Context: an optimization exercise on an open-source flow, tuned for small area. The choices shown serve that exercise and are no tape-out recipe. Only simulation tests tie the RTL to the original design; equivalence was not proved. No activity file was given, so power comes from the tool's default toggle rates.

==> flow/design.v (excerpt) <==
module adc_capture_top (
	input  logic           adc_clkinp,
	input  logic           reset,
	input  logic [95:0]    frame,        
	input  logic           frame_valid,
	input  logic [5:0]     cfg,          
	input  logic [15:0]    rec_length,
	input  logic           trig,
	input  logic           state_reset,
	output logic           trig_ack,
	output logic           mem_wr_wren,
	output logic [14:0]    mem_wr_addr,
	output logic [127:0]   mem_wr_data,
	output logic           irq
);
export LEC_CHECK = 0
export CAP_MARGIN = 20
export CORE_MARGIN = 2
export CORE_UTILIZATION = 65
export SLEW_MARGIN = 20
create_clock -name core_clock -period 5.0 [get_ports {adc_clkinp}]
standard.sh (not shown) runs the stock make flow with config.mk's settings and CLKGATE_MAP_FILE= SYNTH_SCRIPT=/design/flow/synth_recipe.tcl, a recipe that flattens the netlist after the stock synthesis.
==> flow/flow/run.sh <==
#!/bin/bash
# Own layout flow: the standard ORFS flow (standard.sh, standard synthesis
# unchanged) with two changes: port buffers are buf_1 (instead of the cell
# buffer_ports picks by itself), and clock tree synthesis uses clkbuf_8
# buffers over clusters of at most 14 flip-flops, without dummy loads.
# The full output of the make run goes to flow_make.log here; ORFS keeps each
# step's own log under orfs/logs.
set -euo pipefail
bash standard.sh \
  "BUFFER_PORTS_ARGS=-buffer_cell sky130_fd_sc_hd__buf_1" \
  "CTS_ARGS=-sink_clustering_enable -repair_clock_nets -dont_use_dummy_load -sink_clustering_size 14 -sink_clustering_max_diameter 60 -buf_list sky130_fd_sc_hd__clkbuf_8" \
  finish > flow_make.log 2>&1
The baseline passed the timing, DRC and antenna checks.
Edit:
Settings changed: CORE_UTILIZATION 65 to 40.
Clock skew came out lower by 23 ps. Worst setup slack degrades by 230 ps. Design area came out higher by 1.6%. Synthesized area is unchanged. Die area came out higher by 61%. Wire length came out higher by 14%. Global-route usage came out lower by 9.8 points.
Edit:
--- a/flow/flow/run.sh
+++ b/flow/flow/run.sh
@@ -5 +5 @@
-# buffers over clusters of at most 14 flip-flops, without dummy loads.
+# buffers over clusters of at most 20 flip-flops, without dummy loads.
@@ -11 +11 @@
-  "CTS_ARGS=-sink_clustering_enable -repair_clock_nets -dont_use_dummy_load -sink_clustering_size 14 -sink_clustering_max_diameter 60 -buf_list sky130_fd_sc_hd__clkbuf_8" \
+  "CTS_ARGS=-sink_clustering_enable -repair_clock_nets -dont_use_dummy_load -sink_clustering_size 20 -sink_clustering_max_diameter 50 -buf_list sky130_fd_sc_hd__clkbuf_8" \
Settings changed: CORE_UTILIZATION 40 to 65.
Outcome: Clock skew increases by 14 ps. Register-to-register slack improved by 200 ps. Total power went down by 1.4%. Die area came out lower by 38%.
Edit:
--- a/flow/flow/run.sh
+++ b/flow/flow/run.sh
@@ -5 +5 @@
-# buffers over clusters of at most 20 flip-flops, without dummy loads.
+# buffers over clusters of at most 14 flip-flops, without dummy loads.
@@ -11 +11 @@
-  "CTS_ARGS=-sink_clustering_enable -repair_clock_nets -dont_use_dummy_load -sink_clustering_size 20 -sink_clustering_max_diameter 50 -buf_list sky130_fd_sc_hd__clkbuf_8" \
+  "CTS_ARGS=-sink_clustering_enable -repair_clock_nets -dont_use_dummy_load -sink_clustering_size 14 -sink_clustering_max_diameter 60 -buf_list sky130_fd_sc_hd__clkbuf_8" \
Settings changed: CAP_MARGIN 20 to 0, CORE_UTILIZATION 65 to 40, SLEW_MARGIN 20 to 0.
Outcome: The new run finished clean. Clock-buffer cell count is unchanged. Critical path depth went down by 1. Sequential power is about the same.


The RTL this note starts from:
==> flow/design.v <==
package adc_capture_pkg;
	localparam int NUM_CH = 8;
	localparam int SAMPLE_W = 12;
	localparam int LANE_W = 16;  
	localparam int WORD_W = 128;
	localparam int ADDR_MAX_W = 15;  
endpackage
module adc_capture_top (
	input  logic           adc_clkinp,
	input  logic           reset,
	input  logic [95:0]    frame,        
	input  logic           frame_valid,
	input  logic [5:0]     cfg,          
	input  logic [15:0]    rec_length,
	input  logic           trig,
	input  logic           state_reset,
	output logic           trig_ack,
	output logic           mem_wr_wren,
	output logic [14:0]    mem_wr_addr,
	output logic [127:0]   mem_wr_data,
	output logic           irq
);
	logic samp_sum, packed_mode;
	logic [3:0] divisor;
	assign samp_sum = cfg[5];
	assign packed_mode = cfg[4];
	assign divisor = cfg[3:0];
	logic capturing;
	assign capturing = trig_ack;
	logic [3:0] grp_cnt;
	logic grp_last;
	assign grp_last = (grp_cnt == divisor);
	always_ff @(posedge adc_clkinp)
	begin
		if (reset || !capturing)
			grp_cnt <= '0;
		else if (frame_valid)
			grp_cnt <= grp_last ? 4'd0 : grp_cnt + 4'd1;
	end
	logic z1, dv1, z2, pv2, pv3;
	always_ff @(posedge adc_clkinp)
	begin
		z1 <= capturing && frame_valid && (!samp_sum || (grp_cnt == 4'd0));
		dv1 <= capturing && !reset && frame_valid && grp_last;
		z2 <= z1;
		pv2 <= capturing && !reset && dv1;
		pv3 <= pv2;
	end
	logic [95:0] r1;
	logic [47:0] r2_hi;                
	logic [47:0] acc_lo, acc_lo_d;     
	logic [79:0] acc_hi;               
	logic [7:0] cl;                    
	logic [47:0] lo_sum;
	logic [7:0] lo_cout;
	logic [79:0] hi_sum;
	logic [127:0] dec;
	logic [95:0] pk_dec;
	for (genvar i = 0; i < 8; i++)
	begin : g_lane
		logic [6:0] c;
		logic [10:0] ch;
		logic [5:0] la;
		logic [9:0] ha;
		assign la = z1 ? 6'd0 : acc_lo[6*i +: 6];
		assign ha = z2 ? 10'd0 : acc_hi[10*i +: 10];
		assign c[0] = 1'b0;
		for (genvar j = 0; j < 6; j++)
		begin : g_lo
			logic x, y;
			assign x = la[j];
			assign y = r1[12*i + j];
			assign lo_sum[6*i + j] = x ^ y ^ c[j];
			assign c[j+1] = (x & y) | (x & c[j]) | (y & c[j]);
		end
		assign lo_cout[i] = c[6];
		assign ch[0] = cl[i];
		for (genvar j = 0; j < 10; j++)
		begin : g_hi
			logic x, y;
			assign x = ha[j];
			assign y = (j < 6) ? r2_hi[6*i + j] : 1'b0;
			assign hi_sum[10*i + j] = x ^ y ^ ch[j];
			assign ch[j+1] = (x & y) | (x & ch[j]) | (y & ch[j]);
		end
	end
	always_ff @(posedge adc_clkinp)
	begin
		r1 <= (capturing && frame_valid) ? frame : 96'd0;  
		for (int i = 0; i < 8; i++)
			r2_hi[6*i +: 6] <= r1[12*i + 6 +: 6];
		cl <= lo_cout;
		acc_lo_d <= acc_lo;
		acc_lo <= lo_sum;
		for (int i = 0; i < 8; i++)
		begin
			acc_hi[10*i +: 6] <= hi_sum[10*i +: 6];
			if (packed_mode)
			begin
				if (pv3)
					acc_hi[10*i + 6 +: 4] <= pk_hv[4*i +: 4];
			end
			else
				acc_hi[10*i + 6 +: 4] <= hi_sum[10*i + 6 +: 4];
		end
	end
	always_comb
		for (int i = 0; i < 8; i++)
		begin
			dec[16*i +: 16] = {acc_hi[10*i +: 10], acc_lo_d[6*i +: 6]};
			pk_dec[12*i +: 12] = dec[16*i +: 12];
		end
	logic [95:0] pk_prev;
	logic [63:0] pk_rest, pk_rest_d;
	logic [31:0] pk_hv;    
	for (genvar i = 0; i < 6; i++)
	begin : g_pk
		assign pk_hv[4*i +: 4] = pk_dec[16*i + 12 +: 4];
		assign pk_prev[16*i + 12 +: 4] = acc_hi[10*i + 6 +: 4];
		for (genvar b = 0; b < 12; b++)
		begin : g_b
			if (i < 2 && b < 4)
				assign pk_prev[16*i + b] = acc_hi[10*(6 + i) + 6 + b];
			else
			begin : g_r
				assign pk_prev[16*i + b] = pk_rest[12*i + b - (i == 0 ? 4 : 8)];
				assign pk_rest_d[12*i + b - (i == 0 ? 4 : 8)] = pk_dec[16*i + b];
			end
		end
	end
	assign pk_hv[24 +: 4] = pk_dec[0 +: 4];
	assign pk_hv[28 +: 4] = pk_dec[16 +: 4];
	always_ff @(posedge adc_clkinp)
	begin
		if (pv3)
			pk_rest <= pk_rest_d;
	end
	logic [1:0] ph;
	logic wv;
	always_ff @(posedge adc_clkinp)
	begin
		if (reset || !capturing)
			ph <= 2'd0;
		else if (pv2 && packed_mode)
			ph <= ph + 2'd1;
	end
	assign wv = pv2 && (!packed_mode || ph != 2'd0);
	logic [15:0] wcnt, nacc;
	logic rec_end, wr_acc;
	assign nacc = wcnt + {15'd0, mem_wr_wren};
	assign rec_end = nacc[15] || (nacc == rec_length);
	assign wr_acc = capturing && wv && !rec_end;
	always_ff @(posedge adc_clkinp)
	begin
		if (reset || state_reset)
		begin
			trig_ack <= 1'b0;
			irq <= 1'b0;
			wcnt <= 16'd0;
			mem_wr_wren <= 1'b0;
		end
		else
		begin
			mem_wr_wren <= wr_acc;
			wcnt <= nacc;
			if (!trig_ack && !irq && trig)
				trig_ack <= 1'b1;
			else if (trig_ack && rec_end)
			begin
				trig_ack <= 1'b0;
				irq <= 1'b1;
			end
		end
	end
	assign mem_wr_addr = wcnt[14:0];
	logic s_raw, s_1, s_2, s_3;
	assign s_raw = !packed_mode;
	assign s_1 = packed_mode && ph == 2'd2;
	assign s_2 = packed_mode && ph == 2'd3;
	assign s_3 = packed_mode && !ph[1];
	assign mem_wr_data = ({128{s_raw}} & dec)
		| ({128{s_1}} & {pk_dec[31:0], pk_prev[95:0]})
		| ({128{s_2}} & {pk_dec[63:0], pk_prev[95:32]})
		| ({128{s_3}} & {pk_dec[95:0], pk_prev[95:64]});
endmodule
clock: 5.0 ns
lec_check: 0
cap_margin: 20
core_margin: 2
core_utilization: 65
slew_margin: 20
==> flow/flow/run.sh <==
#!/bin/bash
# Own layout flow: the standard ORFS flow (standard.sh, standard synthesis
# unchanged) with two changes: port buffers are buf_1 (instead of the cell
# buffer_ports picks by itself), and clock tree synthesis uses clkbuf_4
# buffers over clusters of at most 8 flip-flops, without dummy loads.
# The full output of the make run goes to flow_make.log here; ORFS keeps each
# step's own log under orfs/logs.
set -euo pipefail
bash standard.sh \
  "BUFFER_PORTS_ARGS=-buffer_cell sky130_fd_sc_hd__buf_1" \
  "CTS_ARGS=-sink_clustering_enable -repair_clock_nets -dont_use_dummy_load -sink_clustering_size 5 -sink_clustering_max_diameter 30 -buf_list sky130_fd_sc_hd__clkbuf_2" \
  finish > flow_make.log 2>&1
Then changed:
==> flow/flow/run.sh (replaced) <==
#!/bin/bash
# Own layout flow: the standard ORFS flow (standard.sh, standard synthesis
# unchanged) with two changes: port buffers are buf_1 (instead of the cell
# buffer_ports picks by itself), and clock tree synthesis uses clkbuf_8
# buffers over clusters of at most 14 flip-flops, without dummy loads.
# The full output of the make run goes to flow_make.log here; ORFS keeps each
# step's own log under orfs/logs.
set -euo pipefail
bash standard.sh \
  "BUFFER_PORTS_ARGS=-buffer_cell sky130_fd_sc_hd__buf_1" \
  "CTS_ARGS=-sink_clustering_enable -repair_clock_nets -dont_use_dummy_load -sink_clustering_size 10 -sink_clustering_max_diameter 50 -buf_list sky130_fd_sc_hd__clkbuf_4" \
  finish > flow_make.log 2>&1
The changed run finished with timing, DRC and antenna clean.
Final area is lower by 0.67%.
Utilization is lower by 0.49 points.
Wire length is lower by 1.6%.
Power is lower by 2.2%.
Worst setup slack loses 0.017 ns.
Final cell count is lower by 2.4%.
Then changed:
==> flow/flow/run.sh (replaced) <==
#!/bin/bash
# Own layout flow: the standard ORFS flow (standard.sh, standard synthesis
# unchanged) with two changes: port buffers are buf_1 (instead of the cell
# buffer_ports picks by itself), and clock tree synthesis uses clkbuf_4
# buffers over clusters of at most 8 flip-flops, without dummy loads.
# The full output of the make run goes to flow_make.log here; ORFS keeps each
# step's own log under orfs/logs.
set -euo pipefail
bash standard.sh \
  "BUFFER_PORTS_ARGS=-buffer_cell sky130_fd_sc_hd__buf_1" \
  "CTS_ARGS=-sink_clustering_enable -repair_clock_nets -dont_use_dummy_load -sink_clustering_size 8 -sink_clustering_max_diameter 40 -buf_list sky130_fd_sc_hd__clkbuf_4" \
  finish > flow_make.log 2>&1
What happened:
- sequential power barely changes
- synthesized cell count does not change
- clock power rises by 14%
- total power rises by 2.4%
- final cell count rises by 0.76%
- global-route usage rises by 0.38 points
- design area rises by 0.63%
- die area does not change
Then changed:
--- a/flow/flow/run.sh
+++ b/flow/flow/run.sh
@@ -2,6 +2,6 @@
 # Own layout flow: the standard ORFS flow (standard.sh, standard synthesis
 # unchanged) with two changes: port buffers are buf_1 (instead of the cell
-# buffer_ports picks by itself), and clock tree synthesis uses clkbuf_4
-# buffers over clusters of at most 8 flip-flops, without dummy loads.
+# buffer_ports picks by itself), and clock tree synthesis uses clkbuf_8
+# buffers over clusters of at most 14 flip-flops, without dummy loads.
 # The full output of the make run goes to flow_make.log here; ORFS keeps each
 # step's own log under orfs/logs.
After rerunning: Die area stays the same. Hold slack does not change. Fmax stays the same. Cell count does not change. Clock power is about the same.

==> port drivers added, routing unchanged <==
The results above use ideal ports. As a check the final layouts listed here were re-extracted and re-timed, cells and wires unchanged. Step 1 sets driving cells, clkbuf_16 on the clock port and buf_2 on the other inputs (assumed; they add their load-dependent delay and slew). Step 2 also shifts input and output timing later by t, the mid clock arrival at the registers, as if the neighbouring blocks saw the same clock. a / b / c = no drivers / after step 1 / after step 2; a / b = the first two.
run | t, ns | setup slack, ns | worst register clock-pin slew, ns
the first run of note 1 | 0.599 | 0.439 / 0.439 / 0.439 | 0.10 / 0.10
the second run of note 1 | 0.643 | 0.212 / 0.212 / 0.212 | 0.10 / 0.10
the third run of note 1 | 0.599 | 0.417 / 0.417 / 0.417 | 0.11 / 0.11
the fourth run of note 1 | 0.643 | 0.212 / 0.212 / 0.212 | 0.10 / 0.10
the first run of note 2 | 0.881 | 0.392 / 0.392 / 0.392 | 0.11 / 0.11
the second run of note 2 | 0.736 | 0.376 / 0.376 / 0.376 | 0.12 / 0.12
the third run of note 2 | 0.712 | 0.365 / 0.365 / 0.365 | 0.10 / 0.10
the fourth run of note 2 | 0.712 | 0.365 / 0.365 / 0.365 | 0.10 / 0.10
After both steps every run listed still meets setup and hold.
